Context: an optimization exercise on an open-source flow, tuned for small area. The choices shown serve that exercise and are no tape-out recipe. Function was checked by simulation only, so behaviour that the tests miss may differ from the original. Power is estimated from default activity; no workload was simulated.

==> run.sh <==
#!/bin/bash
# synth_recipe.tcl (not shown) runs the flow's synth.tcl, then flattens the netlist and writes it again
# the make line also repeats each setting of config.mk as NAME=value (left out here)
make -C /OpenROAD-flow-scripts/flow DESIGN_CONFIG=/design/flow/config.mk WORK_HOME=/design/flow/orfs CLKGATE_MAP_FILE= SYNTH_SCRIPT=/design/flow/synth_recipe.tcl finish
==> config.mk <==
export PLATFORM = sky130hd
export DESIGN_NAME = piezo_phase_monitor
export DESIGN_NICKNAME = piezo_phase_monitor
export VERILOG_FILES = /design/flow/design.v
export SDC_FILE = /design/flow/constraint.sdc
export NUM_CORES = 4
export LEC_CHECK = 0
export CAP_MARGIN = 10
export CORE_MARGIN = 2
export CORE_UTILIZATION = 50
export CTS_BUF_LIST = sky130_fd_sc_hd__clkbuf_8
export CTS_CLUSTER_DIAMETER = 60
export CTS_CLUSTER_SIZE = 16
export SLEW_MARGIN = 10
export SYNTH_HIERARCHICAL = 1
export SYNTH_MINIMUM_KEEP_SIZE = 0
==> constraint.sdc <==
create_clock -name core_clock -period 10.0 [get_ports {clk}]
set_input_delay 2.0000 -clock core_clock [delete_from_list [all_inputs] [get_ports {clk}]]
set_output_delay 2.0000 -clock core_clock [all_outputs]
set_load 0.01 [all_outputs]
==> design.v <==
package piezo_mon_pkg;
    localparam logic [6:0] ADDR_PERIOD = 7'h60;
    localparam logic [6:0] ADDR_STATUS = 7'h61;
    localparam logic [6:0] ADDR_CTRL   = 7'h62;
    localparam int RD_VALID_BIT = 31;
    localparam int ST_FRAME_LSB = 16;
    localparam int ST_STATE_LSB = 1;
    localparam int ST_LOST_BIT  = 0;
    localparam int CTRL_EN_BIT  = 0;
    localparam int CTRL_CLR_BIT = 1;
    typedef enum logic [1:0] {
        IDLE     = 2'd0,
        WAIT_REF = 2'd1,
        MEASURE  = 2'd2
    } mon_state_t;
endpackage
module piezo_mon_rd_aoi3 (
    input  logic [2:0] sel,
    input  logic [2:0] d,
    output logic       y_n
);
    assign y_n = ~((sel[0] & d[0]) | (sel[1] & d[1]) | (sel[2] & d[2]));
endmodule
module piezo_phase_monitor #(
    parameter int NUM_CH = 89,
    parameter int CNT_W  = 16
) (
    input  logic              clk,
    input  logic              reset,
    input  logic [NUM_CH-1:0] piezo_in,
    input  logic              ref_in,
    input  logic [6:0]        avs_address,
    input  logic              avs_read,
    output logic [31:0]       avs_readdata,
    input  logic              avs_write,
    input  logic [31:0]       avs_writedata,
    output logic              frame_done
);
    piezo_mon_pkg::mon_state_t state_q, state_d;
    logic             rs0_q;
    logic             rs1_q, rs2_q, ref_rise_q;
    logic [CNT_W-1:0] cnt1_q, cnt1_d;      
    logic             hold_q, hold_d;
    logic             enable_q, enable_d;
    logic             ref_lost_q, ref_lost_d;
    logic [15:0]      frame_cnt_q, frame_cnt_d;
    logic [CNT_W-1:0] period_q, period_d;
    logic             frame_done_q;
    logic             pub_q, pub_n_q, pub_next;
    logic             init_q;      
    logic [31:0]      rdata_q, rdata_d;
    logic             armed, stopped, sat, ctrl_wr, ref_rise_d;
    logic             g_ref, g_arm, g_keep;
    logic [CNT_W-1:0] phase_pub [NUM_CH];
    logic [NUM_CH-1:0] valid_pub;
    always_comb begin
        armed   = (state_q == piezo_mon_pkg::MEASURE);
        stopped = !enable_q || (state_q == piezo_mon_pkg::IDLE);
        sat     = armed && !ref_rise_q && (cnt1_q == '0);
        g_ref   = ref_rise_q && !stopped;
        g_arm   = armed && enable_q && !ref_rise_q && !sat;
        g_keep  = !stopped && !sat && !ref_rise_q;
    end
    always_comb begin
        state_d = state_q;
        if (!enable_q) begin
            state_d = piezo_mon_pkg::IDLE;
        end else begin
            case (state_q)
                piezo_mon_pkg::IDLE:     state_d = piezo_mon_pkg::WAIT_REF;
                piezo_mon_pkg::WAIT_REF: if (ref_rise_q) state_d = piezo_mon_pkg::MEASURE;
                piezo_mon_pkg::MEASURE:  if (sat) state_d = piezo_mon_pkg::WAIT_REF;
                default:  state_d = piezo_mon_pkg::IDLE;
            endcase
        end
    end
    always_comb begin
        ref_rise_d = rs1_q & ~rs2_q;
        cnt1_d     = cnt1_q + CNT_W'(1);
        hold_d     = hold_q;
        if (stopped || ref_rise_q) begin
            cnt1_d = CNT_W'(1);
            hold_d = 1'b0;
        end else if (sat) begin
            cnt1_d = CNT_W'(1);
            hold_d = 1'b1;
        end else if (hold_q) begin
            cnt1_d = CNT_W'(1);
        end
        ctrl_wr     = avs_write && (avs_address == piezo_mon_pkg::ADDR_CTRL);
        enable_d    = ctrl_wr ? avs_writedata[piezo_mon_pkg::CTRL_EN_BIT] : enable_q;
        ref_lost_d  = ref_lost_q | sat;
        frame_cnt_d = frame_cnt_q + 16'(pub_q);
        if (ctrl_wr && avs_writedata[piezo_mon_pkg::CTRL_CLR_BIT]) begin
            ref_lost_d  = 1'b0;
            frame_cnt_d = '0;
        end
        period_d    = pub_q ? cnt1_q : period_q;
        pub_next    = (state_d == piezo_mon_pkg::MEASURE) && enable_d && ref_rise_d;
    end
    localparam int NUM_GRP = (NUM_CH + 2) / 3;
    logic [7:0]           a_lo;
    logic [15:0]          a_hi;
    logic [3*NUM_GRP-1:0] ch_sel;
    logic [CNT_W:0]       grp_n [NUM_GRP];
    logic [CNT_W:0]       ch_rd;
    always_comb begin
        for (int j = 0; j < 8; j++)  a_lo[j] = (avs_address[2:0] == 3'(j));
        for (int k = 0; k < 16; k++) a_hi[k] = (avs_address[6:3] == 4'(k));
        ch_sel = '0;
        for (int i = 0; i < NUM_CH; i++) ch_sel[i] = a_hi[i/8] & a_lo[i%8];
    end
    for (genvar g = 0; g < NUM_GRP; g++) begin : g_rd
        for (genvar b = 0; b <= CNT_W; b++) begin : g_bit
            logic [2:0] dd;
            for (genvar k = 0; k < 3; k++) begin : g_in
                if (3*g+k >= NUM_CH) begin : g_none
                    assign dd[k] = 1'b0;
                end else if (b == CNT_W) begin : g_valid
                    assign dd[k] = valid_pub[3*g+k];
                end else begin : g_phase
                    assign dd[k] = phase_pub[3*g+k][b];
                end
            end
            piezo_mon_rd_aoi3 u_aoi (.sel(ch_sel[3*g +: 3]), .d(dd), .y_n(grp_n[g][b]));
        end
    end
    always_comb begin
        ch_rd = '1;
        for (int g = 0; g < NUM_GRP; g++) ch_rd = ch_rd & grp_n[g];
        ch_rd = ~ch_rd;
    end
    always_comb begin
        rdata_d = rdata_q;
        if (avs_read) begin
            rdata_d = '0;
            if (avs_address < 7'(NUM_CH)) begin
                rdata_d[piezo_mon_pkg::RD_VALID_BIT] = ch_rd[CNT_W] & init_q;
                rdata_d[CNT_W-1:0] = ch_rd[CNT_W-1:0] & {CNT_W{init_q}};
            end else if (avs_address == piezo_mon_pkg::ADDR_PERIOD) begin
                rdata_d[CNT_W-1:0] = period_q;
            end else if (avs_address == piezo_mon_pkg::ADDR_STATUS) begin
                rdata_d[piezo_mon_pkg::ST_FRAME_LSB +: 16] = frame_cnt_q;
                rdata_d[piezo_mon_pkg::ST_STATE_LSB +: 2]  = state_q;
                rdata_d[piezo_mon_pkg::ST_LOST_BIT]        = ref_lost_q;
            end else if (avs_address == piezo_mon_pkg::ADDR_CTRL) begin
                rdata_d[piezo_mon_pkg::CTRL_EN_BIT] = enable_q;
            end
        end
    end
    always_ff @(posedge clk or posedge reset) begin
        if (reset) begin
            state_q      <= piezo_mon_pkg::IDLE;
            rs0_q        <= 1'b0;
            enable_q     <= 1'b0;
            ref_lost_q   <= 1'b0;
            frame_cnt_q  <= '0;
            period_q     <= '0;
            frame_done_q <= 1'b0;
            pub_q        <= 1'b0;
            pub_n_q      <= 1'b0;
            init_q       <= 1'b0;
            rdata_q      <= '0;
        end else begin
            state_q      <= state_d;
            rs0_q        <= ref_in;
            enable_q     <= enable_d;
            ref_lost_q   <= ref_lost_d;
            frame_cnt_q  <= frame_cnt_d;
            period_q     <= period_d;
            frame_done_q <= pub_q;
            pub_q        <= pub_next;
            pub_n_q      <= ~pub_next;
            init_q       <= 1'b1;
            rdata_q      <= rdata_d;
        end
    end
    always_ff @(posedge clk) begin
        rs1_q      <= rs0_q;
        rs2_q      <= rs1_q;
        ref_rise_q <= ref_rise_d;
        cnt1_q     <= cnt1_d;
        hold_q     <= hold_d;
    end
    for (genvar i = 0; i < NUM_CH; i++) begin : g_ch
        logic             s0_q;
        logic             s1_q, s2_q, rise_q;
        logic             seen_q, valid_q;
        logic [CNT_W-1:0] cap_q, phase_q;
        logic             ld_cnt, ld_any, hold;
        always_comb begin
            ld_cnt = g_arm & rise_q & ~seen_q;
            ld_any = ~init_q | (rise_q & (g_ref | (g_arm & ~seen_q)));
            hold   = ~ld_any;
        end
        always_ff @(posedge clk or posedge reset) begin
            if (reset) s0_q <= 1'b0;
            else       s0_q <= piezo_in[i];
        end
        always_ff @(posedge clk) begin
            s1_q    <= s0_q;
            s2_q    <= s1_q;
            rise_q  <= s1_q & ~s2_q;
            seen_q  <= ld_any | (g_keep & seen_q);
            cap_q   <= ({CNT_W{ld_cnt}} & cnt1_q) | ({CNT_W{hold}} & cap_q);
            phase_q <= ({CNT_W{pub_q}} & cap_q) | ({CNT_W{pub_n_q}} & phase_q);
            valid_q <= (pub_q & seen_q) | (pub_n_q & valid_q);
        end
        assign phase_pub[i] = phase_q;
        assign valid_pub[i] = valid_q;
    end
    assign avs_readdata = rdata_q;
    assign frame_done   = frame_done_q;
endmodule
==> results of run 1 <==
[synthesized netlist by cell type, types with 3 or more instances]
master	count	area, sq um
sky130_fd_sc_hd__dfxtp_1	3313	66300
sky130_fd_sc_hd__a22o_1	2936	25700
sky130_fd_sc_hd__clkbuf_1	620	2330
sky130_fd_sc_hd__a222oi_1	510	5100
sky130_fd_sc_hd__nor2_1	218	818
sky130_fd_sc_hd__dfrtp_1	162	4050
sky130_fd_sc_hd__nand2_1	137	514
sky130_fd_sc_hd__nand4_1	129	807
sky130_fd_sc_hd__inv_1	99	372
sky130_fd_sc_hd__nor2b_1	97	607
sky130_fd_sc_hd__o2111ai_1	90	788
sky130_fd_sc_hd__a21boi_0	89	668
sky130_fd_sc_hd__o211ai_1	88	661
sky130_fd_sc_hd__buf_6	85	957
sky130_fd_sc_hd__buf_2	72	360
sky130_fd_sc_hd__o311a_4	60	1280
sky130_fd_sc_hd__nor4_1	40	250
sky130_fd_sc_hd__o311a_1	29	290
sky130_fd_sc_hd__a21oi_1	22	110
sky130_fd_sc_hd__nand3_1	20	100
sky130_fd_sc_hd__a221o_1	17	170
sky130_fd_sc_hd__buf_1	17	63.8
sky130_fd_sc_hd__mux2_2	17	191
sky130_fd_sc_hd__xnor2_1	15	131
sky130_fd_sc_hd__nor3_1	14	70.1
sky130_fd_sc_hd__and2_1	13	81.3
sky130_fd_sc_hd__o2bb2ai_1	11	96.3
sky130_fd_sc_hd__xor2_1	11	96.3
sky130_fd_sc_hd__buf_4	8	60.1
sky130_fd_sc_hd__or3_1	6	37.5
sky130_fd_sc_hd__and3_1	5	31.3
sky130_fd_sc_hd__a21o_1	4	30.0
sky130_fd_sc_hd__and4_1	4	35.0
sky130_fd_sc_hd__ha_1	4	50.1
sky130_fd_sc_hd__nand2b_1	3	18.8
sky130_fd_sc_hd__nand3b_1	3	22.5
sky130_fd_sc_hd__nor4_2	3	37.5
sky130_fd_sc_hd__o21ai_0	3	15.0
[logic make-up after synthesis]
logic type / Yosys count / share of synthesized area, %
adders and majority gates: 4 / 0.0441
other: 2 / 0.00662
AOI/OAI and AO/OA: 3867 / 30.8
xor gates and xnor gates: 26 / 0.201
muxes: 19 / 0.186
DFF: 3475 / 62.0
buffers and inverters: 902 / 3.65
and+or+nand+nor: 700 / 3.09
[through the flow]
stage / setup slack [ps] / power [mW] / hold WS [ps] / utilization, % / instance area [sq um]
5_1_grt: 4170 / 22.6 / 349 / 54.0 / 122000
3_5_place_dp: 2980 / 14.9 / 327 / 52.0 / 117000
6_report: 3930 / 21.9 / 340 / 54.0 / 122000
4_1_cts: 4170 / 22.0 / 344 / 54.0 / 122000
2_1_floorplan: 3620 / 14.6 / 324 / - / 114000
3_3_place_gp: 3050 / 14.9 / 325 / 52.0 / 117000
[worst max path at each step]
stage / startpoint / to / depth (start not counted) / slack [ps]
detailed placement: avs_address[0] / rdata_q[31]$_DFFE_PP0P_ / 9 / 2980
global route: avs_address[0] / rdata_q[31]$_DFFE_PP0P_ / 9 / 4170
floorplan: reset / enable_q$_DFF_PP0_ / 1 / 3620
CTS: avs_address[0] / rdata_q[31]$_DFFE_PP0P_ / 9 / 4170
global placement: avs_address[0] / rdata_q[31]$_DFFE_PP0P_ / 9 / 3050
finish: avs_address[1] / rdata_q[31]$_DFFE_PP0P_ / 11 / 3930
[layout make-up]
class	instances	share of cell area (%)
Clock buffer	296	3.35
Sequential cell	3475	57.9
Multi-Input combinational cell	4651	32.3
Inverter	100	0.315
Antenna cell	18	0.0370
Timing Repair Buffer	382	2.70
Tap cell	2992	3.08
Clock inverter	65	0.308
[power by group through the flow]
stage	clock network, mW	registers [mW]	logic (mW)
after global placement	0	14.4	0.557
after CTS	7.43	14.0	0.566
after detailed placement	0	14.4	0.564
final	7.29	14.0	0.575
after floorplan	0	14.3	0.323
after global routing	7.92	14.1	0.599
[critical path, cell delays in order]
cell                              delay (ps)
sky130_fd_sc_hd__clkdlybuf4s50_1         700
sky130_fd_sc_hd__nand3b_1                860
sky130_fd_sc_hd__buf_4                   420
sky130_fd_sc_hd__nor2_1                   80
sky130_fd_sc_hd__buf_4                   240
sky130_fd_sc_hd__a222oi_1                840
sky130_fd_sc_hd__nand4_1                 550
sky130_fd_sc_hd__nor4_1                  530
sky130_fd_sc_hd__buf_4                   210
sky130_fd_sc_hd__a21oi_1                 230
sky130_fd_sc_hd__a221o_1                 350
[routing by layer]
layer / GRT usage, % / up-vias
met5: 0 / -
met1: 43.4 / 41800
li1: - / 35500
met3: 5.44 / 703
met4: 13.5 / 8
met2: 44.0 / 3912
[Yosys stat by module (local to each module, per instance)]
| module | area (sq um) | cells inside | copies in the design | flops+latches |
|---|---|---|---|---|
| piezo_mon_rd_aoi3 | 10.0 | 1 | 510 | 0 |
| piezo_phase_monitor | 108000 | 8485 | 1 | 3475 |
[registers in the layout, indices dropped and copies added (netlist names), 2 cells and up]
register,count
g_ch.rise_q,89
g_ch.s0_q,89
rdata_q,32
g_ch.valid_q,89
cnt1_q,16
g_ch.cap_q,1424
period_q,16
state_q,2
g_ch.s2_q,89
g_ch.phase_q,1424
g_ch.seen_q,89
g_ch.s1_q,89
frame_cnt_q,16
==> out/qor.txt, run 1 <==
Result of the run -> timing/DRC/antenna clean
Final Routed Wirelength -> 362 mm
Number of warnings printed during yosys synthesis -> 10
Area growth syn-to-layout -> 7.16%
Share of the clock period used by the worst path after layout -> 60.7%
IO Count -> 166
Maximum vdd ir drop -> 0.127 mV
Final critical delay including setup and external delays -> 6070 ps
Sw Ratio -> 22.9%
Slew at the pin closest to its max-slew limit -> 1310 ps
Number of rows created at floorplan -> 174
Via count normalized by instance count -> 6.84
Count of hold buffers inserted by post-cts repair -> 0
Unrepaired setup endpoints after global routing -> no
Vertical die dimension -> 480 um
Sum of net half-perimeters after detailed placement -> 210 mm
Multi-input combinational cell area -> 39,300 sq um
Post-synthesis async set-or-reset flop share -> 4.66%
Width of the die -> 480 um
Most common cell after layout, fill and taps aside -> sky130_fd_sc_hd__dfxtp_1
Total count of hold-check failures in the final report -> 0
Internal power consumption -> 16.9 mW
Post_cts resized -> 0
Sequential fraction of design power -> 64.1%
Length of routed met3 wiring -> 31.1 mm
R2r setup slk -> 4540 ps
Weighted congestion reported at the end of routability-driven placement -> 0.877
Wire length per cell after detailed routing -> 30.2 um
Arrival time at the worst endpoint -> 7050 ps
Element type at the critical path end -> flip-flop
Biggest fanout along the worst timing path -> 17
R2r endpoint -> g_ch[58].cap_q[12]$_DFF_P_
All-layer global routing usage -> 30.1%
Combinational share of power -> 2.6%
Reg-to-reg critical path startpoint -> enable_q$_DFF_PP0_
Pins over their slew limit -> 0
Total of max-cap violations -> 0
Flip-flop and latch count after synthesis -> 3,475
Netlist area before placement -> 114,000 sq um
Clock transition at the registers of the reported paths -> 100 ps
Final ANT Viol Nets -> 0
Detailed Routing Iterations Pass 1 -> 9
Number of distinct library cells after synthesis -> 54
CP Class -> primary input to flip-flop
Number of cells after detailed placement -> 11,600
Most frequently used flop master after synthesis -> sky130_fd_sc_hd__dfxtp_1
Met1 Wirelength -> 159 mm
Via count -> 81,900
Final Skew -> 73.0 ps
Clock share of power -> 33.3%
Postcts setup bufs -> 0
Depth of the most critical reg-to-reg path -> 7
Number of standard cells in the final layout excluding fillers -> 12,000
Origin of the worst min-delay path -> g_ch[80].s1_q$_DFF_P_
First-pass GRT wire length -> 532 mm
Total number of nets in the final design -> 9,021
Starting density of the core -> 50.4%
Fillcell total -> 18,800
H-tree level count -> 5
Hold Path Depth -> 0
Total met2 wirelength after detailed routing -> 155 mm
DRT iter0 DRCs -> 11,100
Buffers on Ports -> 135
Floorplan die area -> 231,000 sq um
Psw -> 5.03 mW
Kind of start point of the critical path -> primary input
Clock buffers created by TritonCTS -> 274
Type of the tightest min-delay check -> flip-flop to flip-flop
Leakage -> 45.7 nW
Average instance area after synthesis -> 12.6 sq um
Maximum number of pins on one net before global-route repair -> 207
Share of synthesized area occupied by flip-flops and latches -> 62.0%
Highest Signal Layer -> met5
Number of flops mapped to enable cells by yosys -> 0
Power per Cell Area -> 180 nW/um^2
Via count of the first global-routing pass -> 78,300
Area of the core region -> 225,000 sq um
Latest clock arrival within the worst-skew pair -> 1090 ps
Total negative setup slack -> 0 ps
Area taken by flip-flops and latches -> 70,400 sq um
Buffers from clock root to sink, at most -> 4
Final setup violation count -> 0
Syn Inst Count -> 8,995
Total number of clock tree sinks -> 3,475
Proportion of layout cells with a drive suffix above 1 -> 7.99%
CTS tree -> built
Worst Hold Endpoint -> g_ch[80].s2_q$_DFF_P_
Number of antenna violations at the first check in global routing -> 11
Clock root buffer -> sky130_fd_sc_hd__clkbuf_8
Max Freq -> 165 MHz
Required time reported for the critical path endpoint -> 10,980 ps
Relative slew slack -> 12.8%
Most frequent cells in the layout -> 3,312 x sky130_fd_sc_hd__dfxtp_1, 2,936 x sky130_fd_sc_hd__a22o_1, 510 x sky130_fd_sc_hd__a222oi_1
Detailed-route DRC error count -> 0
GR Overflow Total -> 0
==> run 2: changes to the inputs <==
--- a/design.v
+++ b/design.v
@@ -22,2 +22,9 @@
     assign y_n = ~((sel[0] & d[0]) | (sel[1] & d[1]) | (sel[2] & d[2]));
+endmodule
+module piezo_mon_rd_aoi2 (
+    input  logic [1:0] sel,
+    input  logic [1:0] d,
+    output logic       y_n
+);
+    assign y_n = ~((sel[0] & d[0]) | (sel[1] & d[1]));
 endmodule
@@ -113,8 +120,7 @@
     for (genvar g = 0; g < NUM_GRP; g++) begin : g_rd
+        localparam int N = (NUM_CH - 3*g < 3) ? NUM_CH - 3*g : 3;
         for (genvar b = 0; b <= CNT_W; b++) begin : g_bit
-            logic [2:0] dd;
-            for (genvar k = 0; k < 3; k++) begin : g_in
-                if (3*g+k >= NUM_CH) begin : g_none
-                    assign dd[k] = 1'b0;
-                end else if (b == CNT_W) begin : g_valid
+            logic [N-1:0] dd;
+            for (genvar k = 0; k < N; k++) begin : g_in
+                if (b == CNT_W) begin : g_valid
                     assign dd[k] = valid_pub[3*g+k];
@@ -124,3 +130,9 @@
             end
-            piezo_mon_rd_aoi3 u_aoi (.sel(ch_sel[3*g +: 3]), .d(dd), .y_n(grp_n[g][b]));
+            if (N == 3) begin : g_3
+                piezo_mon_rd_aoi3 u_aoi (.sel(ch_sel[3*g +: 3]), .d(dd), .y_n(grp_n[g][b]));
+            end else if (N == 2) begin : g_2
+                piezo_mon_rd_aoi2 u_aoi (.sel(ch_sel[3*g +: 2]), .d(dd), .y_n(grp_n[g][b]));
+            end else begin : g_1
+                assign grp_n[g][b] = ~(ch_sel[3*g] & dd[0]);
+            end
         end
--- a/config.mk
+++ b/config.mk
@@ -9,6 +9,6 @@
 export CORE_MARGIN = 2
-export CORE_UTILIZATION = 50
+export CORE_UTILIZATION = 65
 export CTS_BUF_LIST = sky130_fd_sc_hd__clkbuf_8
 export CTS_CLUSTER_DIAMETER = 60
-export CTS_CLUSTER_SIZE = 16
+export CTS_CLUSTER_SIZE = 18
 export SLEW_MARGIN = 10
==> out/qor.txt, run 2 <==
All-layer global routing usage -> 36.6%
Buffers from clock root to sink, at most -> 3
Total number of nets in the final design -> 8,940
Final Skew -> 49.7 ps
Maximum vdd ir drop -> 0.155 mV
Share of synthesized area occupied by flip-flops and latches -> 62.0%
Combined buffer and inverter count along the critical path -> 3
Power per Cell Area -> 176 nW/um^2
Area growth syn-to-layout -> 5.64%
Via count normalized by instance count -> 7.29
Detailed Routing Iterations Pass 1 -> 10
Clock root buffer -> sky130_fd_sc_hd__clkbuf_8
Average instance area after synthesis -> 12.6 sq um
Synth top area cells -> sky130_fd_sc_hd__dfxtp_1 58%, sky130_fd_sc_hd__a22o_1 23%, sky130_fd_sc_hd__a222oi_1 4.3%
Final Routed Wirelength -> 339 mm
CTS tree -> built
Sum of net half-perimeters after detailed placement -> 198 mm
Cell area reported after detailed placement -> 116,000 sq um
Most common cell in the synthesized netlist -> sky130_fd_sc_hd__dfxtp_1
Detailed-route DRC error count -> 0
Element type at the critical path end -> flip-flop
Final ANT Viol Nets -> 0
Unrepaired setup endpoints after global routing -> no
Latest clock arrival within the worst-skew pair -> 1020 ps
Proportion of layout cells with a drive suffix above 1 -> 7.31%
Share of the synthesized area in the top cell type -> 58.4%
Count of hold buffers inserted by post-cts repair -> 0
Via count of the first global-routing pass -> 78,000
Number of warnings printed during yosys synthesis -> 10
Flip-flop and latch count after synthesis -> 3,475
Netlist area before placement -> 114,000 sq um
Final setup violation count -> 0
Relative slew slack -> 8.46%
Most frequent cells in the layout -> 3,312 x sky130_fd_sc_hd__dfxtp_1, 2,936 x sky130_fd_sc_hd__a22o_1, 493 x sky130_fd_sc_hd__a222oi_1
Type of the tightest min-delay check -> flip-flop to flip-flop
Starting density of the core -> 65.4%
Number of distinct library cells after synthesis -> 55
Number of standard cells in the final layout excluding fillers -> 11,200
Kind of start point of the critical path -> primary input
Most frequently used flop master after synthesis -> sky130_fd_sc_hd__dfxtp_1
Total negative setup slack -> 0 ps
Max Freq -> 156 MHz
Final critical delay including setup and external delays -> 6410 ps
Area taken by flip-flops and latches -> 70,400 sq um
Utilization of the core after routing -> 69.1%
H-tree level count -> 4
Vertical die dimension -> 422 um
Kind of cell with the highest combined delay on the critical path -> simple AND/OR/NAND/NOR gates
DRT iter0 DRCs -> 11,900
Buffers on Ports -> 135
Total count of hold-check failures in the final report -> 0
Via count -> 81,800
Arrival time at the worst endpoint -> 7300 ps
Most common cell after layout, fill and taps aside -> sky130_fd_sc_hd__dfxtp_1
Result of the run -> timing/DRC/antenna clean
Longest individual stage delay on the worst path -> 960 ps
Total number of clock tree sinks -> 3,475
Floorplan die area -> 178,000 sq um
Number of rows created at floorplan -> 153
Biggest registers after layout -> g_ch.cap_q x1424, g_ch.phase_q x1424
First-pass GRT wire length -> 505 mm
Origin of the worst min-delay path -> g_ch[57].s1_q$_DFF_P_
CP Class -> primary input to flip-flop
Cell-by-cell trace of the critical path -> clkdlybuf4s50_1 -> nand3b_1 -> buf_4 -> nor2_1 -> buf_4 -> a222oi_1 -> nand4_1 -> nor4_1 -> a21oi_1 -> a221o_1
Multi-input combinational cell area -> 39,200 sq um
Pins over their slew limit -> 0
Clock transition at the registers of the reported paths -> 110 ps
Startpoint of the worst setup timing path -> avs_address[0]
R2r setup slk -> 4690 ps
Number of antenna violations at the first check in global routing -> 11
Top cell by count, worst path -> sky130_fd_sc_hd__buf_4
Leakage -> 45.2 nW
Slowest cell on the critical path -> sky130_fd_sc_hd__nor4_1
Power Total -> 21.1 mW
IO Count -> 166
Post-synthesis async set-or-reset flop share -> 4.66%
Total of max-cap violations -> 0
Leading cell types by count after synthesis -> 3,313 x sky130_fd_sc_hd__dfxtp_1, 2,936 x sky130_fd_sc_hd__a22o_1, 620 x sky130_fd_sc_hd__clkbuf_1
Clock buffers created by TritonCTS -> 216
Share of the clock period used by the worst path after layout -> 64.1%
Layout Cell Area excl Fill -> 120,000 sq um
Postcts setup bufs -> 0
Maximum number of pins on one net before global-route repair -> 220
Weighted congestion reported at the end of routability-driven placement -> 0.904
Area of the core region -> 174,000 sq um
Width of the die -> 422 um
Number of flops mapped to enable cells by yosys -> 0
Biggest fanout along the worst timing path -> 17
Slew at the pin closest to its max-slew limit -> 1360 ps
Required time reported for the critical path endpoint -> 10,880 ps
GR Overflow Total -> 0
Reg-to-reg critical path startpoint -> state_q[1]$_DFF_PP0_
Syn Inst Count -> 8,994
Fillcell total -> 12,700
Post_cts resized -> 0
Leading area contributor after synthesis -> sky130_fd_sc_hd__dfxtp_1
Number of cells after detailed placement -> 10,900
Wire length per cell after detailed routing -> 30.2 um
==> run 2: changes by cell type in the layout (fill, tap and decap cells not counted), moves of 3 or more <==
cell / before / now
sky130_fd_sc_hd__inv_6: 4 / 1
sky130_fd_sc_hd__conb_1: 35 / 1
sky130_fd_sc_hd__clkbuf_8: 296 / 228
sky130_fd_sc_hd__bufinv_16: 3 / 9
sky130_fd_sc_hd__diode_2: 18 / 4
sky130_fd_sc_hd__a222oi_1: 510 / 493
sky130_fd_sc_hd__a22oi_2: 0 / 17
sky130_fd_sc_hd__buf_4: 241 / 250
sky130_fd_sc_hd__nor2_2: 35 / 11
sky130_fd_sc_hd__inv_1: 142 / 150
sky130_fd_sc_hd__nor2_1: 180 / 204
==> run 2: layout make-up <==
type / count / share of cell area (%)
diodes: 4 / 0.00834
clock inverters: 75 / 0.462
clock buffers: 228 / 2.62
inverters: 100 / 0.319
flip-flops and latches: 3475 / 58.7
repair buffers: 393 / 2.83
well taps: 2325 / 2.42
multi-input cells: 4617 / 32.7
==> run 2: stage by stage <==
stage / hold WS (ps) / setup slack [ps]
after floorplan: 324 / 3620
final: 333 / 3590
after global routing: 339 / 3720
after detailed placement: 327 / 2800
after global placement: 324 / 2790
after CTS: 345 / 3900
==> run 2: path summary, 6_finish.rpt <==
check,end,cells past startpoint
worst max-delay path,rdata_q[31]$_DFFE_PP0P_,10
worst min-delay path,g_ch[57].s2_q$_DFF_P_,0
worst max register to register,g_ch[32].cap_q[2]$_DFF_P_,7
worst min register to register,g_ch[57].s2_q$_DFF_P_,0
max in group asynchronous,state_q[0]$_DFF_PP0_,3
min in group asynchronous,g_ch[11].s0_q$_DFF_PP0_,2
==> run 2: Yosys stat by module (local to each module, per instance) <==
module,flops+latches,cell area (sq um),copies in the design
piezo_mon_rd_aoi2,0,12.5,17
piezo_mon_rd_aoi3,0,10.0,493
piezo_phase_monitor,3475,108000,1
==> run 2: logic make-up after synthesis <==
| kind of cell | after synthesis | share of synthesized area [%] |
|---|---|---|
| xor+xnor | 26 | 0.201 |
| buf+inv | 902 | 3.65 |
| mux | 19 | 0.186 |
| flops | 3475 | 62.0 |
| simple gates | 700 | 3.09 |
| other cells | 1 | 0.00330 |
| compound gates | 3867 | 30.9 |
| fa+ha+maj | 4 | 0.0441 |
==> run 2: report_power, final <==
part           internal, mW  switching, mW  leakage [nW]
registers              13.9         0.0832          28.8
clock network          2.31           4.23          2.08
logic                 0.140          0.385          14.4
total                  16.4           4.70          45.2
==> run 2: metal layers <==
metal	part of all wire [%]	track usage, %	vias up
li1	-	-	35300
met1	41	51.8	41300
met2	44	54.4	4554
met3	9.9	7.05	686
met4	4.8	16.3	4
met5	0.0068	0	-
==> run 2: worst reg2reg max path: stages (launching register included) <==
cell and delay, ps:
sky130_fd_sc_hd__dfrtp_4 410, sky130_fd_sc_hd__buf_4 890, sky130_fd_sc_hd__nand4bb_1 680, sky130_fd_sc_hd__a41oi_4 410, sky130_fd_sc_hd__buf_4 680, sky130_fd_sc_hd__and2_4 790, sky130_fd_sc_hd__buf_4 930, sky130_fd_sc_hd__a22o_1 450
==> run 3: changes to the inputs <==
--- a/design.v
+++ b/design.v
@@ -198,3 +198,3 @@
         logic             s0_q;
-        logic             s1_q, s2_q, rise_q;
+        logic             s1_q, s2_q, s3_q, rise;
         logic             seen_q, valid_q;
@@ -203,4 +203,5 @@
         always_comb begin
-            ld_cnt = g_arm & rise_q & ~seen_q;
-            ld_any = ~init_q | (rise_q & (g_ref | (g_arm & ~seen_q)));
+            rise   = s2_q & ~s3_q;
+            ld_cnt = g_arm & rise & ~seen_q;
+            ld_any = ~init_q | (rise & (g_ref | (g_arm & ~seen_q)));
             hold   = ~ld_any;
@@ -214,3 +215,3 @@
             s2_q    <= s1_q;
-            rise_q  <= s1_q & ~s2_q;
+            s3_q    <= s2_q;
             seen_q  <= ld_any | (g_keep & seen_q);
==> flow/run.sh (new file) <==
#!/bin/bash
set -euo pipefail
export CTS_ARGS="-sink_clustering_enable -repair_clock_nets -sink_clustering_size 18 -sink_clustering_max_diameter 60 -buf_list sky130_fd_sc_hd__clkbuf_8 -dont_use_dummy_load"
export BUFFER_PORTS_ARGS="-buffer_cell sky130_fd_sc_hd__buf_1"
bash standard.sh > standard.log 2>&1
==> standard.sh (new file) <==
#!/bin/bash
# synth_recipe.tcl (not shown) runs the flow's synth.tcl, then flattens the netlist and writes it again
# the make line also repeats each setting of config.mk as NAME=value (left out here)
make -C /OpenROAD-flow-scripts/flow DESIGN_CONFIG=/design/flow/config.mk WORK_HOME=/design/flow/orfs CLKGATE_MAP_FILE= SYNTH_SCRIPT=/design/flow/synth_recipe.tcl "${@:-finish}"
removed: run.sh
==> out/qor.txt, run 3 <==
Result of the run -> timing/DRC/antenna clean
Vertical die dimension -> 421 um
Power per Cell Area -> 174 nW/um^2
Final ANT Viol Nets -> 0
IO Count -> 166
Final setup violation count -> 0
Post_cts resized -> 0
Average instance area after synthesis -> 12.5 sq um
Number of flops mapped to enable cells by yosys -> 0
Buffers from clock root to sink, at most -> 3
Clock transition at the registers of the reported paths -> 100 ps
Clock root buffer -> sky130_fd_sc_hd__clkbuf_8
Share of the synthesized area in the top cell type -> 58.7%
Final Routed Wirelength -> 326 mm
All-layer global routing usage -> 35.5%
DP Worst Slack -> 3010 ps
Total of max-cap violations -> 0
Via count -> 80,100
Syn Inst Count -> 9,052
Most frequent cells in the layout -> 3,313 x sky130_fd_sc_hd__dfxtp_1, 2,952 x sky130_fd_sc_hd__a22o_1, 493 x sky130_fd_sc_hd__a222oi_1
Via count normalized by instance count -> 7.17
Element type at the critical path end -> flip-flop
Adder and majority cell fraction of the synthesized area -> 0.0443%
Width of the die -> 421 um
GR Overflow Total -> 0
Total count of hold-check failures in the final report -> 0
Maximum vdd ir drop -> 0.152 mV
Post-Synth Simple-Gate Area -> 3.08%
Flip-flop and latch count after synthesis -> 3,475
Total number of nets in the final design -> 8,993
Area growth syn-to-layout -> 4.54%
Cell-by-cell trace of the critical path -> buf_1 -> nand3b_1 -> buf_4 -> nor2_1 -> buf_4 -> a222oi_1 -> nand4_1 -> nor4_1 -> a21oi_1 -> a221o_1
Sum of net half-perimeters after detailed placement -> 191 mm
First-pass GRT wire length -> 484 mm
Post-synthesis async set-or-reset flop share -> 4.66%
Postcts setup bufs -> 0
Wire length per cell after detailed routing -> 29.2 um
R2r setup slk -> 5540 ps
Detailed-route DRC error count -> 0
Clock buffers created by TritonCTS -> 215
Number of warnings printed during yosys synthesis -> 10
Required time reported for the critical path endpoint -> 10,910 ps
Depth of the most critical reg-to-reg path -> 6
Max Freq -> 161 MHz
Floorplan die area -> 177,000 sq um
Latest clock arrival within the worst-skew pair -> 1060 ps
Final worst slack -> 3780 ps
Share of the synthesized netlist area taken by xor and xnor gates -> 0.202%
Longest individual stage delay on the worst path -> 1040 ps
Leading cell types by count after synthesis -> 3,313 x sky130_fd_sc_hd__dfxtp_1, 2,952 x sky130_fd_sc_hd__a22o_1, 594 x sky130_fd_sc_hd__clkbuf_1
Biggest registers after layout -> g_ch.cap_q x1424, g_ch.phase_q x1424
Starting density of the core -> 65.6%
Leakage -> 44.3 nW
Kind of start point of the critical path -> primary input
Share of the clock period used by the worst path after layout -> 62.2%
Count of hold buffers inserted by post-cts repair -> 0
Via count of the first global-routing pass -> 75,900
Final Skew -> 50.5 ps
Netlist area before placement -> 113,000 sq um
Proportion of synthesized area in mux cells -> 0.187%
Arrival time at the worst endpoint -> 7140 ps
R2r endpoint -> g_ch[22].cap_q[4]$_DFF_P_
Weighted congestion reported at the end of routability-driven placement -> 0.881
Top cell by count, worst path -> sky130_fd_sc_hd__buf_4
Most common cell in the synthesized netlist -> sky130_fd_sc_hd__dfxtp_1
CP Class -> primary input to flip-flop
Reg-to-reg critical path startpoint -> state_q[0]$_DFF_PP0_
DRT iter0 DRCs -> 11,500
Slew at the pin closest to its max-slew limit -> 1300 ps
Maximum number of pins on one net before global-route repair -> 250
Number of rows created at floorplan -> 152
Most common cell after layout, fill and taps aside -> sky130_fd_sc_hd__dfxtp_1
Buffers on Ports -> 135
Origin of the worst min-delay path -> g_ch[6].s1_q$_DFF_P_
Final critical delay including setup and external delays -> 6220 ps
H-tree level count -> 4
Type of the tightest min-delay check -> flip-flop to flip-flop
Most frequently used flop master after synthesis -> sky130_fd_sc_hd__dfxtp_1
Number of distinct library cells after synthesis -> 53
Synth top area cells -> sky130_fd_sc_hd__dfxtp_1 59%, sky130_fd_sc_hd__a22o_1 23%, sky130_fd_sc_hd__a222oi_1 4.4%
Proportion of layout cells with a drive suffix above 1 -> 7.04%
Detailed Routing Iterations Pass 1 -> 8
Number of antenna violations at the first check in global routing -> 13
Pins over their slew limit -> 0
Area of the core region -> 172,000 sq um
Relative slew slack -> 13.0%
Share of synthesized area occupied by flip-flops and latches -> 62.3%
Startpoint of the worst setup timing path -> avs_address[2]
Synthesized-area fraction occupied by ao, oa, aoi and oai cells -> 31.2%
Slowest cell on the critical path -> sky130_fd_sc_hd__nor4_1
Biggest fanout along the worst timing path -> 17
Dominant combinational cell family by area after synthesis -> compound AO/OA/AOI/OAI gates
Leading area contributor after synthesis -> sky130_fd_sc_hd__dfxtp_1
Hold Path Depth -> 0
Worst Hold Endpoint -> g_ch[6].s2_q$_DFF_P_
CTS tree -> built
Total negative setup slack -> 0 ps
Unrepaired setup endpoints after global routing -> no
Total number of clock tree sinks -> 3,475
==> run 3: cell types whose count changed after synthesis, sizes merged, moves of 87 or more <==
cell / delta
inv: -89
nor2: +88
o211ai: -87
nand2b: +88
o311a: -89
a21oi: +267
o2111ai: -89
nor2b: -89
o21ai: +178
nand2: -100
==> run 3: how the worst max path moves through the flow <==
stage | endpoint | cells after the start
floorplan | enable_q$_DFF_PP0_ | 1
global placement | rdata_q[31]$_DFFE_PP0P_ | 10
detailed placement | rdata_q[31]$_DFFE_PP0P_ | 10
CTS | rdata_q[31]$_DFFE_PP0P_ | 10
global route | rdata_q[31]$_DFFE_PP0P_ | 10
finish | rdata_q[31]$_DFFE_PP0P_ | 10
==> run 3: cells by family (layout without fill, tap and decap cells) <==
group / Yosys count / in the layout
AO/OA/AOI/OAI: 4045 / 4045
flip-flops: 3475 / 3475
buffers and inverters: 797 / 599
AND/OR/NAND/NOR: 685 / 685
XOR/XNOR: 26 / 26
multiplexers: 19 / 19
adder cells (fa/ha/maj): 4 / 4
other: 1 / 17
==> run 3: final cells by class <==
| class | count | area, sq um |
|---|---|---|
| repair buffers | 373 | 2410 |
| well taps | 2310 | 2890 |
| inverters | 11 | 48.8 |
| flip-flops and latches | 3475 | 70400 |
| clock buffers | 215 | 2960 |
| fillers | 12700 | 54100 |
| multi-input cells | 4780 | 39300 |
| diodes | 16 | 40.0 |
==> run 3: Yosys stat by module (local to each module, per instance) <==
module,area [sq um],flops+latches,times used,cells
piezo_mon_rd_aoi3,10.0,0,493,1
piezo_phase_monitor,108000,3475,1,8542
piezo_mon_rd_aoi2,12.5,0,17,1
==> run 3: worst max-delay path, delay by kind of cell <==
| kind | cells | cell delay [ps] |
|---|---|---|
| buffers and inverters | 3 | 1010 |
| AO/OA/AOI/OAI | 3 | 1650 |
| AND/OR/NAND/NOR | 4 | 2450 |
==> run 3: through the flow <==
stage          util, %  hold slack, ps  cell area, sq um  std cells  power [mW]
4_1_cts           68.6             327            118000      11200        20.6
3_3_place_gp      66.8             311            115000      10900        14.8
2_1_floorplan        -             310            113000       9052        14.6
3_5_place_dp      66.8             312            115000      10900        14.8
6_report          68.6             331            118000      11200        20.5
5_1_grt           68.6             337            118000      11200        21.1
==> run 3: layer usage <==
metal	up-vias	wire (um)	global-route usage, %
li1	35200	-	-
met1	40500	140000	51.5
met2	3914	140000	51.4
met3	539	30300	6.59
met4	2	15100	16.5
met5	-	12	0
==> run 3: where the power goes <==
group,switching [mW],internal (mW)
Clock,4.11,1.93
Combinational,0.385,0.101
Sequential,0.0609,13.9
==> run 4: changes to the inputs <==
--- a/flow/run.sh
+++ b/flow/run.sh
@@ -4,2 +4,3 @@
 export BUFFER_PORTS_ARGS="-buffer_cell sky130_fd_sc_hd__buf_1"
+export RECOVER_POWER=100
 bash standard.sh > standard.log 2>&1
==> out/qor.txt, run 4 <==
Element type at the critical path end -> flip-flop
Total count of hold-check failures in the final report -> 0
Sequential power -> 14.0 mW
Number of distinct library cells after synthesis -> 53
Internal power consumption -> 16.0 mW
Cell-by-cell trace of the critical path -> nand4bb_1 -> a41oi_4 -> clkbuf_2 -> and2_1 -> buf_4 -> a22o_1
Biggest fanout along the worst timing path -> 114
All-layer global routing usage -> 35.5%
Synth top area cells -> sky130_fd_sc_hd__dfxtp_1 59%, sky130_fd_sc_hd__a22o_1 23%, sky130_fd_sc_hd__a222oi_1 4.4%
R2r endpoint -> g_ch[27].cap_q[7]$_DFF_P_
Area of the core region -> 172,000 sq um
Most common cell in the synthesized netlist -> sky130_fd_sc_hd__dfxtp_1
Number of rows created at floorplan -> 152
Starting density of the core -> 65.6%
Clock root buffer -> sky130_fd_sc_hd__clkbuf_8
Required time reported for the critical path endpoint -> 10,950 ps
Post-synthesis async set-or-reset flop share -> 4.66%
Weighted congestion reported at the end of routability-driven placement -> 0.881
Leading area contributor after synthesis -> sky130_fd_sc_hd__dfxtp_1
Average instance area after synthesis -> 12.5 sq um
Postcts setup bufs -> 0
Highest Signal Layer -> met5
Final Routed Wirelength -> 326 mm
Number of antenna violations at the first check in global routing -> 14
Most frequent cells in the layout -> 3,313 x sky130_fd_sc_hd__dfxtp_1, 2,952 x sky130_fd_sc_hd__a22o_1, 493 x sky130_fd_sc_hd__a222oi_1
Area taken by flip-flops and latches -> 70,400 sq um
Via count -> 80,100
Worst Hold Endpoint -> g_ch[6].s2_q$_DFF_P_
Flip-flop and latch count after synthesis -> 3,475
Depth of the most critical reg-to-reg path -> 6
Total number of nets in the final design -> 8,993
Reg-to-reg critical path startpoint -> state_q[0]$_DFF_PP0_
H-tree level count -> 4
Latest clock arrival within the worst-skew pair -> 1040 ps
Kind of start point of the critical path -> flip-flop
Pins over their slew limit -> 3,181
Power per Cell Area -> 175 nW/um^2
Syn Inst Count -> 9,052
Buffers from clock root to sink, at most -> 3
Maximum number of pins on one net before global-route repair -> 250
Cell area reported after detailed placement -> 115,000 sq um
Via count normalized by instance count -> 7.16
Sum of net half-perimeters after detailed placement -> 191 mm
Clock buffers created by TritonCTS -> 215
Path length in cells of the critical path -> 6
Kind of cell with the highest combined delay on the critical path -> simple AND/OR/NAND/NOR gates
Met1 Wirelength -> 140 mm
Final ANT Viol Nets -> 0
Worst hold margin -> 328 ps
Relative slew slack -> -225%
Total negative setup slack -> 0 ps
Most frequently used flop master after synthesis -> sky130_fd_sc_hd__dfxtp_1
Vertical die dimension -> 421 um
IO Count -> 166
Detailed Routing Iterations Pass 1 -> 10
GR Overflow Total -> 0
Final critical delay including setup and external delays -> 7950 ps
Length of routed met3 wiring -> 30.3 mm
Final setup violation count -> 0
Share of the synthesized area in the top cell type -> 58.7%
Logic power comb -> 0.452 mW
First-pass GRT wire length -> 484 mm
Largest Pwr Group -> sequential cells
Clock distribution power -> 6.04 mW
Total of max-cap violations -> 108
Total number of clock tree sinks -> 3,475
Arrival time at the worst endpoint -> 8900 ps
Wire length per cell after detailed routing -> 29.2 um
Sequential fraction of design power -> 68.3%
Floorplan die area -> 177,000 sq um
Netlist area before placement -> 113,000 sq um
Clock transition at the registers of the reported paths -> 110 ps
CTS tree -> built
Detailed-route DRC error count -> 0
Layout check fault list -> max-capacitance violations, max-slew violations
Most common cell after layout, fill and taps aside -> sky130_fd_sc_hd__dfxtp_1
R2r setup slk -> 2050 ps
Buffers on Ports -> 135
Unrepaired setup endpoints after global routing -> no
Final Skew -> 50.1 ps
Longest individual stage delay on the worst path -> 2800 ps
Total met2 wirelength after detailed routing -> 140 mm
Max Freq -> 126 MHz
Count of hold buffers inserted by post-cts repair -> 0
Slowest cell on the critical path -> sky130_fd_sc_hd__and2_1
Result of the run -> failed layout checks
Proportion of layout cells with a drive suffix above 1 -> 5.74%
Area growth syn-to-layout -> 3.55%
Leading cell types by count after synthesis -> 3,313 x sky130_fd_sc_hd__dfxtp_1, 2,952 x sky130_fd_sc_hd__a22o_1, 594 x sky130_fd_sc_hd__clkbuf_1
DRT iter0 DRCs -> 11,500
Clock share of power -> 29.5%
Startpoint of the worst setup timing path -> state_q[0]$_DFF_PP0_
Fillcell total -> 12,800
Hold Path Depth -> 0
Maximum vdd ir drop -> 0.151 mV
Via count of the first global-routing pass -> 75,900
Slew at the pin closest to its max-slew limit -> 4880 ps
Share of synthesized area occupied by flip-flops and latches -> 62.3%
Number of warnings printed during yosys synthesis -> 10
Sw Ratio -> 22.1%
Number of flops mapped to enable cells by yosys -> 0
Capture point of the critical path -> g_ch[27].cap_q[7]$_DFF_P_
CP Class -> flip-flop to flip-flop
Post_cts resized -> 0
Biggest registers after layout -> g_ch.cap_q x1424, g_ch.phase_q x1424
Share of the clock period used by the worst path after layout -> 79.5%
Leakage -> 44.0 nW
Layout Cell Area excl Fill -> 117,000 sq um
Combined buffer and inverter count along the critical path -> 2
Width of the die -> 421 um
Multi-input combinational cell area -> 38,300 sq um
Origin of the worst min-delay path -> g_ch[6].s1_q$_DFF_P_
Psw -> 4.54 mW
Type of the tightest min-delay check -> flip-flop to flip-flop
Combinational share of power -> 2.2%
-- run 4: cell counts after synthesis --
Identical to the previous run, type by type.
-- run 4: per-module statistics from Yosys, one instance, submodules excluded --
module	flip-flops and latches	area [sq um]
piezo_mon_rd_aoi2	0	12.5
piezo_mon_rd_aoi3	0	10.0
piezo_phase_monitor	3475	108000
-- run 4: logic make-up after synthesis --
family | count (synthesis) | share of synthesized area [%]
AO/OA/AOI/OAI | 4045 | 31.2
XOR/XNOR | 26 | 0.202
adder cells (fa/ha/maj) | 4 | 0.0443
buffers and inverters | 797 | 2.98
flip-flops | 3475 | 62.3
multiplexers | 19 | 0.187
other | 1 | 0.00332
AND/OR/NAND/NOR | 685 | 3.08
-- run 4: metal layers --
| metal | track usage, % | vias up |
|---|---|---|
| li1 | - | 35200 |
| met1 | 51.5 | 40400 |
| met2 | 51.4 | 3905 |
| met3 | 6.59 | 553 |
| met4 | 16.5 | 2 |
| met5 | 0 | - |
-- run 4: area by class of cell --
| type | count | share of cell area, % |
|---|---|---|
| clock buffers | 215 | 2.53 |
| diodes | 14 | 0.0300 |
| flip-flops and latches | 3475 | 60.2 |
| repair buffers | 373 | 1.97 |
| multi-input cells | 4780 | 32.8 |
| well taps | 2310 | 2.47 |
| inverters | 11 | 0.0364 |
-- run 4: worst max path at each step --
stage | start | to | slack, ps | cells past startpoint
after floorplan | reset | enable_q$_DFF_PP0_ | 3620 | 1
after global placement | avs_address[2] | rdata_q[31]$_DFFE_PP0P_ | 3050 | 10
after CTS | avs_address[2] | rdata_q[31]$_DFFE_PP0P_ | 4120 | 10
after detailed placement | avs_address[2] | rdata_q[31]$_DFFE_PP0P_ | 3010 | 10
-- run 4: metrics by stage --
| stage | power, mW | utilization (%) | worst slack [ps] | cells |
|---|---|---|---|---|
| floorplan | 14.6 | - | 3620 | 9052 |
| global placement | 14.8 | 66.8 | 3050 | 10900 |
| detailed placement | 14.8 | 66.8 | 3010 | 10900 |
| CTS | 20.6 | 68.6 | 4120 | 11200 |
| global route | 21.1 | 67.9 | 2040 | 11200 |
| finish | 20.5 | 67.9 | 2050 | 11200 |
-- run 4: power groups by stage --
stage,Clock (mW),Sequential [mW],Combinational [mW]
after detailed placement,0,14.3,0.478
after floorplan,0,14.3,0.298
after global placement,0,14.3,0.467
after CTS,6.10,14.0,0.479
==> run 5: changes to the inputs <==
--- a/design.v
+++ b/design.v
@@ -16,2 +16,20 @@
 endpackage
+module piezo_mon_ctl (
+    input  logic s2,
+    input  logic s3,
+    input  logic seen,
+    input  logic g_ref,
+    input  logic g_arm,
+    input  logic g_keep,
+    input  logic g_init,
+    output logic fresh,
+    output logic hold,
+    output logic seen_d
+);
+    logic rise;
+    assign rise   = s2 & ~s3;
+    assign fresh  = rise & ~seen;
+    assign hold   = ~(~g_init | (rise & g_ref) | (fresh & g_arm));
+    assign seen_d = ~hold | (g_keep & seen);
+endmodule
 module piezo_mon_rd_aoi3 (
@@ -60,2 +78,3 @@
     logic             g_ref, g_arm, g_keep;
+    logic [CNT_W-1:0] cnt1_arm;            
     logic [CNT_W-1:0] phase_pub [NUM_CH];
@@ -69,2 +88,3 @@
         g_keep  = !stopped && !sat && !ref_rise_q;
+        cnt1_arm = cnt1_q & {CNT_W{g_arm}};
     end
@@ -198,12 +218,18 @@
         logic             s0_q;
-        logic             s1_q, s2_q, s3_q, rise;
+        logic             s1_q, s2_q, s3_q;
         logic             seen_q, valid_q;
         logic [CNT_W-1:0] cap_q, phase_q;
-        logic             ld_cnt, ld_any, hold;
-        always_comb begin
-            rise   = s2_q & ~s3_q;
-            ld_cnt = g_arm & rise & ~seen_q;
-            ld_any = ~init_q | (rise & (g_ref | (g_arm & ~seen_q)));
-            hold   = ~ld_any;
-        end
+        logic             fresh, hold, seen_d;
+        piezo_mon_ctl u_ctl (
+            .s2     (s2_q),
+            .s3     (s3_q),
+            .seen   (seen_q),
+            .g_ref  (g_ref),
+            .g_arm  (g_arm),
+            .g_keep (g_keep),
+            .g_init (init_q),
+            .fresh  (fresh),
+            .hold   (hold),
+            .seen_d (seen_d)
+        );
         always_ff @(posedge clk or posedge reset) begin
@@ -216,4 +242,4 @@
             s3_q    <= s2_q;
-            seen_q  <= ld_any | (g_keep & seen_q);
-            cap_q   <= ({CNT_W{ld_cnt}} & cnt1_q) | ({CNT_W{hold}} & cap_q);
+            seen_q  <= seen_d;
+            cap_q   <= ({CNT_W{fresh}} & cnt1_arm) | ({CNT_W{hold}} & cap_q);
             phase_q <= ({CNT_W{pub_q}} & cap_q) | ({CNT_W{pub_n_q}} & phase_q);
--- a/flow/run.sh
+++ b/flow/run.sh
@@ -4,3 +4,2 @@
 export BUFFER_PORTS_ARGS="-buffer_cell sky130_fd_sc_hd__buf_1"
-export RECOVER_POWER=100
 bash standard.sh > standard.log 2>&1
==> out/qor.txt, run 5 <==
Unrepaired setup endpoints after global routing -> no
Power Total -> 20.4 mW
Number of warnings printed during yosys synthesis -> 10
Element type at the critical path end -> flip-flop
Detailed-route DRC error count -> 0
Via count -> 78,400
DRT iter0 DRCs -> 11,000
Postcts setup bufs -> 0
Area growth syn-to-layout -> 3.73%
Leading area contributor after synthesis -> sky130_fd_sc_hd__dfxtp_1
Relative slew slack -> 13.7%
Total of max-cap violations -> 0
Starting density of the core -> 65.5%
Leading cell types by count after synthesis -> 3,313 x sky130_fd_sc_hd__dfxtp_1, 2,952 x sky130_fd_sc_hd__a22o_1, 560 x sky130_fd_sc_hd__clkbuf_1
Average instance area after synthesis -> 12.6 sq um
Final critical delay including setup and external delays -> 5740 ps
CTS tree -> built
Type of the tightest min-delay check -> flip-flop to flip-flop
Most frequently used flop master after synthesis -> sky130_fd_sc_hd__dfxtp_1
Weighted congestion reported at the end of routability-driven placement -> 0.943
Result of the run -> timing/DRC/antenna clean
Number of flops mapped to enable cells by yosys -> 0
Latest clock arrival within the worst-skew pair -> 1050 ps
Final ANT Viol Nets -> 0
Final Skew -> 51.5 ps
Width of the die -> 420 um
Synthesized-area fraction occupied by ao, oa, aoi and oai cells -> 28.5%
First-pass GRT wire length -> 479 mm
Post-synthesis async set-or-reset flop share -> 4.66%
Slew at the pin closest to its max-slew limit -> 1290 ps
Clock transition at the registers of the reported paths -> 110 ps
GR Overflow Total -> 0
Arrival time at the worst endpoint -> 6670 ps
Post_cts resized -> 0
Number of distinct library cells after synthesis -> 59
Required time reported for the critical path endpoint -> 10,930 ps
Most frequent cells in the layout -> 3,313 x sky130_fd_sc_hd__dfxtp_1, 2,952 x sky130_fd_sc_hd__a22o_1, 493 x sky130_fd_sc_hd__a222oi_1
Utilization of the core after routing -> 68.0%
Total count of hold-check failures in the final report -> 0
Dominant combinational cell family by area after synthesis -> compound AO/OA/AOI/OAI gates
Buffers on Ports -> 135
Maximum number of pins on one net before global-route repair -> 226
Share of the synthesized netlist area taken by xor and xnor gates -> 0.202%
Total negative setup slack -> 0 ps
Share of synthesized area occupied by flip-flops and latches -> 62.5%
Share of the synthesized area in the top cell type -> 58.9%
Most common cell in the synthesized netlist -> sky130_fd_sc_hd__dfxtp_1
Final setup violation count -> 0
Count of hold buffers inserted by post-cts repair -> 0
Total number of nets in the final design -> 8,735
Syn Inst Count -> 8,971
Sum of net half-perimeters after detailed placement -> 191 mm
CP Class -> primary input to flip-flop
All-layer global routing usage -> 35.2%
Total number of clock tree sinks -> 3,475
Buffers from clock root to sink, at most -> 3
Flip-flop and latch count after synthesis -> 3,475
Detailed Routing Iterations Pass 1 -> 12
Synth top area cells -> sky130_fd_sc_hd__dfxtp_1 59%, sky130_fd_sc_hd__a22o_1 23%, sky130_fd_sc_hd__a222oi_1 4.4%
Final Routed Wirelength -> 321 mm
Area of the core region -> 172,000 sq um
Biggest registers after layout -> g_ch.cap_q x1424, g_ch.phase_q x1424
Proportion of layout cells with a drive suffix above 1 -> 7.27%
Clock buffers created by TritonCTS -> 214
Number of rows created at floorplan -> 152
Post-Synth Simple-Gate Area -> 5.34%
Kind of start point of the critical path -> primary input
Vertical die dimension -> 420 um
Power per Cell Area -> 175 nW/um^2
Max Freq -> 174 MHz
Netlist area before placement -> 113,000 sq um
Most common cell after layout, fill and taps aside -> sky130_fd_sc_hd__dfxtp_1
IO Count -> 166
Via count normalized by instance count -> 7.18
Adder and majority cell fraction of the synthesized area -> 0.0444%
H-tree level count -> 4
Wire length per cell after detailed routing -> 29.4 um
Biggest fanout along the worst timing path -> 17
Share of the clock period used by the worst path after layout -> 57.4%
Leakage -> 44.5 nW
Number of antenna violations at the first check in global routing -> 17
Pins over their slew limit -> 0
Proportion of synthesized area in mux cells -> 0.169%
Maximum vdd ir drop -> 0.149 mV
Via count of the first global-routing pass -> 74,900
Floorplan die area -> 177,000 sq um
Clock root buffer -> sky130_fd_sc_hd__clkbuf_8
[run 5: cells by family after synthesis]
family                     after synthesis
AOI/OAI and AO/OA                     3603
xor gates and xnor gates                26
adders and majority gates                4
buffers and inverters                  894
DFF                                   3475
muxes                                   17
other                                    1
and+or+nand+nor                        951
[run 5: power breakdown]
| group | internal [mW] | total (mW) | switching [mW] |
|---|---|---|---|
| combinational | 0.0821 | 0.407 | 0.325 |
| clock | 1.92 | 5.99 | 4.07 |
| sequential | 13.9 | 14.0 | 0.0723 |
[run 5: worst paths after layout]
path	start	endpoint	slack (ps)	cells after the start
setup / recovery	avs_address[1]	rdata_q[9]$_DFFE_PP0P_	4260	11
hold / removal	g_ch[57].s0_q$_DFF_PP0_	g_ch[57].s1_q$_DFF_P_	330	0
setup reg to reg	enable_q$_DFF_PP0_	g_ch[56].cap_q[14]$_DFF_P_	5430	7
hold reg to reg	g_ch[57].s0_q$_DFF_PP0_	g_ch[57].s1_q$_DFF_P_	330	0
max in group asynchronous	reset	g_ch[56].s0_q$_DFF_PP0_	7510	3
min in group asynchronous	reset	g_ch[25].s0_q$_DFF_PP0_	1010	2
[run 5: worst max-delay path, cell delays in order]
cell and delay [ps]:
sky130_fd_sc_hd__buf_1 360, sky130_fd_sc_hd__nor2_1 120, sky130_fd_sc_hd__nand2_1 910, sky130_fd_sc_hd__buf_4 340, sky130_fd_sc_hd__nor2_2 50, sky130_fd_sc_hd__buf_4 240
sky130_fd_sc_hd__a222oi_1 760, sky130_fd_sc_hd__nand4_1 590, sky130_fd_sc_hd__nor4_1 840, sky130_fd_sc_hd__a21oi_1 130, sky130_fd_sc_hd__a221o_1 290
[run 5: per-module statistics from Yosys, one instance, submodules excluded]
module	copies in the design	flops+latches	cells inside	area, sq um
piezo_mon_ctl	89	0	7	51.3
piezo_mon_rd_aoi2	17	0	1	12.5
piezo_mon_rd_aoi3	493	0	1	10.0
piezo_phase_monitor	1	3475	7838	103000
[run 5: layer usage]
layer	share of wire, %	vias to the layer above	global-route usage [%]
met5	0.0084	-	0
met4	5.0	4	16.9
met3	9.2	632	6.01
met2	44	3883	52.7
met1	42	39700	49.7
li1	-	34200	-
[run 5: cell type report]
class	instances	area, sq um
Sequential cell	3475	70400
Timing Repair Buffer	294	1810
Fill cell	12700	55000
Tap cell	2310	2890
Multi-Input combinational cell	4602	38800
Antenna cell	13	32.5
Inverter	11	48.8
Clock buffer	214	2950
[run 5: metrics by stage]
step	hold slack (ps)	setup WS, ps	cells	area, sq um
6_report	331	4260	10900	117000
5_1_grt	337	4170	10900	117000
4_1_cts	333	4400	10900	117000
3_5_place_dp	312	3250	10700	114000
3_3_place_gp	310	3270	10700	114000
2_1_floorplan	310	2520	8971	113000
==> run 6: changes to the inputs <==
--- a/design.v
+++ b/design.v
@@ -124,3 +124,4 @@
         end
-        period_d    = pub_q ? cnt1_q : period_q;
+        if (!init_q) frame_cnt_d = '0;
+        period_d    = ({CNT_W{pub_q}} & cnt1_q) | ({CNT_W{pub_n_q & init_q}} & period_q);
         pub_next    = (state_d == piezo_mon_pkg::MEASURE) && enable_d && ref_rise_d;
@@ -172,5 +173,5 @@
             end else if (avs_address == piezo_mon_pkg::ADDR_PERIOD) begin
-                rdata_d[CNT_W-1:0] = period_q;
+                rdata_d[CNT_W-1:0] = period_q & {CNT_W{init_q}};
             end else if (avs_address == piezo_mon_pkg::ADDR_STATUS) begin
-                rdata_d[piezo_mon_pkg::ST_FRAME_LSB +: 16] = frame_cnt_q;
+                rdata_d[piezo_mon_pkg::ST_FRAME_LSB +: 16] = frame_cnt_q & {16{init_q}};
                 rdata_d[piezo_mon_pkg::ST_STATE_LSB +: 2]  = state_q;
@@ -188,4 +189,2 @@
             ref_lost_q   <= 1'b0;
-            frame_cnt_q  <= '0;
-            period_q     <= '0;
             frame_done_q <= 1'b0;
@@ -200,4 +199,2 @@
             ref_lost_q   <= ref_lost_d;
-            frame_cnt_q  <= frame_cnt_d;
-            period_q     <= period_d;
             frame_done_q <= pub_q;
@@ -210,2 +207,4 @@
     always_ff @(posedge clk) begin
+        frame_cnt_q <= frame_cnt_d;
+        period_q    <= period_d;
         rs1_q      <= rs0_q;
==> out/qor.txt, run 6 <==
Final worst slack -> 4410 ps
Number of antenna violations at the first check in global routing -> 26
Syn Inst Count -> 8,964
DRT iter0 DRCs -> 11,200
Sum of net half-perimeters after detailed placement -> 189 mm
Final Skew -> 50.3 ps
Worst hold margin -> 302 ps
Cell area reported after detailed placement -> 114,000 sq um
Most frequently used flop master after synthesis -> sky130_fd_sc_hd__dfxtp_1
Leading cell types by count after synthesis -> 3,345 x sky130_fd_sc_hd__dfxtp_1, 2,968 x sky130_fd_sc_hd__a22o_1, 525 x sky130_fd_sc_hd__clkbuf_1
Share of the synthesized area in the top cell type -> 59.4%
Detailed Routing Iterations Pass 1 -> 9
Share of synthesized area occupied by flip-flops and latches -> 62.3%
Unrepaired setup endpoints after global routing -> no
Clock share of power -> 29.4%
Max Freq -> 179 MHz
Number of rows created at floorplan -> 152
Most common cell in the synthesized netlist -> sky130_fd_sc_hd__dfxtp_1
Kind of start point of the critical path -> primary input
Final Routed Wirelength -> 320 mm
Result of the run -> timing/DRC/antenna clean
CP Class -> primary input to flip-flop
Area growth syn-to-layout -> 3.73%
Via count -> 78,100
Reg-to-reg critical path startpoint -> cnt1_q[0]$_SDFF_PP1_
Final setup violation count -> 0
Latest clock arrival within the worst-skew pair -> 1030 ps
Power per Cell Area -> 175 nW/um^2
Wire length per cell after detailed routing -> 29.3 um
Area of the core region -> 172,000 sq um
Leading area contributor after synthesis -> sky130_fd_sc_hd__dfxtp_1
Pins over their slew limit -> 0
Number of flops mapped to enable cells by yosys -> 0
Synth top area cells -> sky130_fd_sc_hd__dfxtp_1 59%, sky130_fd_sc_hd__a22o_1 23%, sky130_fd_sc_hd__a222oi_1 4.4%
Count of hold buffers inserted by post-cts repair -> 0
Detailed-route DRC error count -> 0
IO Count -> 166
Number of distinct library cells after synthesis -> 52
Number of cells after detailed placement -> 10,700
DP Worst Slack -> 3710 ps
Combinational share of power -> 2.0%
Weighted congestion reported at the end of routability-driven placement -> 0.958
Proportion of layout cells with a drive suffix above 1 -> 7.26%
Most common cell after layout, fill and taps aside -> sky130_fd_sc_hd__dfxtp_1
Maximum number of pins on one net before global-route repair -> 215
GR Overflow Total -> 0
Total negative setup slack -> 0 ps
Final critical delay including setup and external delays -> 5590 ps
Number of warnings printed during yosys synthesis -> 10
Share of the clock period used by the worst path after layout -> 55.9%
H-tree level count -> 4
Layout Cell Area excl Fill -> 117,000 sq um
Number of standard cells in the final layout excluding fillers -> 10,900
Most frequent cells in the layout -> 3,345 x sky130_fd_sc_hd__dfxtp_1, 2,968 x sky130_fd_sc_hd__a22o_1, 493 x sky130_fd_sc_hd__a222oi_1
Post-synthesis async set-or-reset flop share -> 3.74%
Element type at the critical path end -> flip-flop
Total number of nets in the final design -> 8,750
Internal power consumption -> 15.9 mW
Required time reported for the critical path endpoint -> 10,900 ps
Clock buffers created by TritonCTS -> 215
Final ANT Viol Nets -> 0
Utilization of the core after routing -> 68.0%
Maximum vdd ir drop -> 0.138 mV
Psw -> 4.47 mW
Floorplan die area -> 177,000 sq um
Startpoint of the worst setup timing path -> avs_address[0]
Type of the tightest min-delay check -> flip-flop to flip-flop
Leakage -> 44.3 nW
Arrival time at the worst endpoint -> 6490 ps
Biggest registers after layout -> g_ch.cap_q x1424, g_ch.phase_q x1424
Clock transition at the registers of the reported paths -> 110 ps
Total of max-cap violations -> 0
Via count of the first global-routing pass -> 74,700
Slew at the pin closest to its max-slew limit -> 1390 ps
First-pass GRT wire length -> 477 mm
Via count normalized by instance count -> 7.15
Vertical die dimension -> 420 um
Buffers from clock root to sink, at most -> 3
Total number of clock tree sinks -> 3,475
Buffers on Ports -> 135
Relative slew slack -> 7.60%
Origin of the worst min-delay path -> g_ch[75].s1_q$_DFF_P_
Width of the die -> 420 um
Post_cts resized -> 0
Starting density of the core -> 65.5%
Sequential fraction of design power -> 68.6%
Sw Ratio -> 21.9%
Postcts setup bufs -> 0
Fillcell total -> 12,800
Total count of hold-check failures in the final report -> 0
Clock root buffer -> sky130_fd_sc_hd__clkbuf_8
Power Total -> 20.4 mW
Flip-flop and latch count after synthesis -> 3,475
All-layer global routing usage -> 35.2%
Average instance area after synthesis -> 12.6 sq um
Biggest fanout along the worst timing path -> 17
CTS tree -> built
Netlist area before placement -> 113,000 sq um
==> run 6: cell types whose count changed in the layout (fill, tap and decap cells not counted), moves of 13 or more <==
cell	before	now
sky130_fd_sc_hd__buf_4	151	165
sky130_fd_sc_hd__dfrtp_1	159	127
sky130_fd_sc_hd__dfxtp_1	3313	3345
sky130_fd_sc_hd__a22o_1	2952	2968
sky130_fd_sc_hd__and3_4	13	0
sky130_fd_sc_hd__mux2_2	16	1
==> run 6: path summary, 6_finish.rpt <==
path                       slack (ps)                       to  depth (start not counted)
max in group asynchronous        7400          pub_q$_DFF_PP0_                          3
hold reg to reg                   300    g_ch[75].s2_q$_DFF_P_                          0
setup / recovery                 4410   rdata_q[6]$_DFFE_PP0P_                         10
hold / removal                    300    g_ch[75].s2_q$_DFF_P_                          0
min in group asynchronous        1120  g_ch[64].s0_q$_DFF_PP0_                          2
setup reg to reg                 5760  g_ch[23].seen_q$_DFF_P_                         10
==> run 6: layout make-up <==
type / instances / area, sq um / area share (%)
Clock buffer: 215 / 2960 / 2.53
Antenna cell: 11 / 27.5 / 0.0236
Tap cell: 2310 / 2890 / 2.47
Multi-Input combinational cell: 4601 / 38800 / 33.2
Timing Repair Buffer: 310 / 1930 / 1.65
Inverter: 10 / 45.0 / 0.0385
Sequential cell: 3475 / 70200 / 60.1
==> run 6: critical path, stage by stage <==
cell and delay, ps:
sky130_fd_sc_hd__buf_1 300, sky130_fd_sc_hd__nor2b_1 150, sky130_fd_sc_hd__nand2_2 720, sky130_fd_sc_hd__nor2_1 110
sky130_fd_sc_hd__buf_4 250, sky130_fd_sc_hd__a222oi_1 690, sky130_fd_sc_hd__nand4_1 500, sky130_fd_sc_hd__nor4_1 1260
sky130_fd_sc_hd__a21oi_1 160, sky130_fd_sc_hd__a221o_1 310
==> run 6: modules after synthesis, one instance, submodules excluded <==
module,flip-flops and latches,cells,copies in the design
piezo_mon_rd_aoi2,0,1,17
piezo_mon_ctl,0,7,89
piezo_phase_monitor,3475,7831,1
piezo_mon_rd_aoi3,0,1,493
==> run 6: layer usage <==
metal,up-vias,wire length [um],track usage (%)
met2,3823,140000,51.9
met3,646,30300,6.92
met5,-,93,0
li1,34200,-,-
met1,39500,134000,49.6
met4,10,15800,16.7
==> run 6: logic make-up (layout without fill, tap and decap cells) <==
family | Yosys count | after routing | synth area share [%]
fa+ha+maj | 4 | 4 | 0.0444
simple gates | 946 | 946 | 5.38
flops | 3475 | 3475 | 62.3
other cells | 1 | 12 | 0.00333
buf+inv | 888 | 535 | 3.36
compound gates | 3623 | 3623 | 28.7
xor+xnor | 26 | 26 | 0.202
mux | 1 | 1 | 0.00999
==> run 6: power groups by stage <==
stage	registers, mW	clock network (mW)	logic (mW)
after CTS	14.0	6.09	0.395
after global placement	14.3	0	0.389
after global routing	14.0	6.60	0.420
after floorplan	14.3	0	0.251
after detailed placement	14.3	0	0.395
final	14.0	6.01	0.401

[what the ideal ports hide]
In the flow no input, the clock included, has a driving cell. The finished layouts below were timed again as built, in two steps.
Step 1 assumes that a clkbuf_16 drives the clock port and a buf_2 every other input.
Step 2 moves the port delays by t, midway between the first and last clock arrival at a register: inputs arrive t later, outputs are due t later. That takes back most of the time a late clock gives input paths.
Slacks: no drivers / after step 1 / after step 2; pairs: no drivers / after step 1.
| run | t (ns) | setup slack, ns | worst setup path at the end |
|---|---|---|---|
| run 1 | 1.159 | 3.933 / 3.902 / 2.743 | input to register |
| run 2 | 1.091 | 3.586 / 3.649 / 2.559 | input to register |
| run 3 | 1.122 | 3.778 / 3.758 / 2.636 | input to register |
| run 4 | 1.099 | 2.047 / 2.047 / 2.047 | register to register |
| run 5 | 1.112 | 4.265 / 4.205 / 3.093 | input to register |
| run 6 | 1.079 | 4.405 / 4.280 / 3.201 | input to register |
For run 6, which loses most, drivers alone change the setup slack by -0.125 ns; drivers and shift together by -1.204 ns.
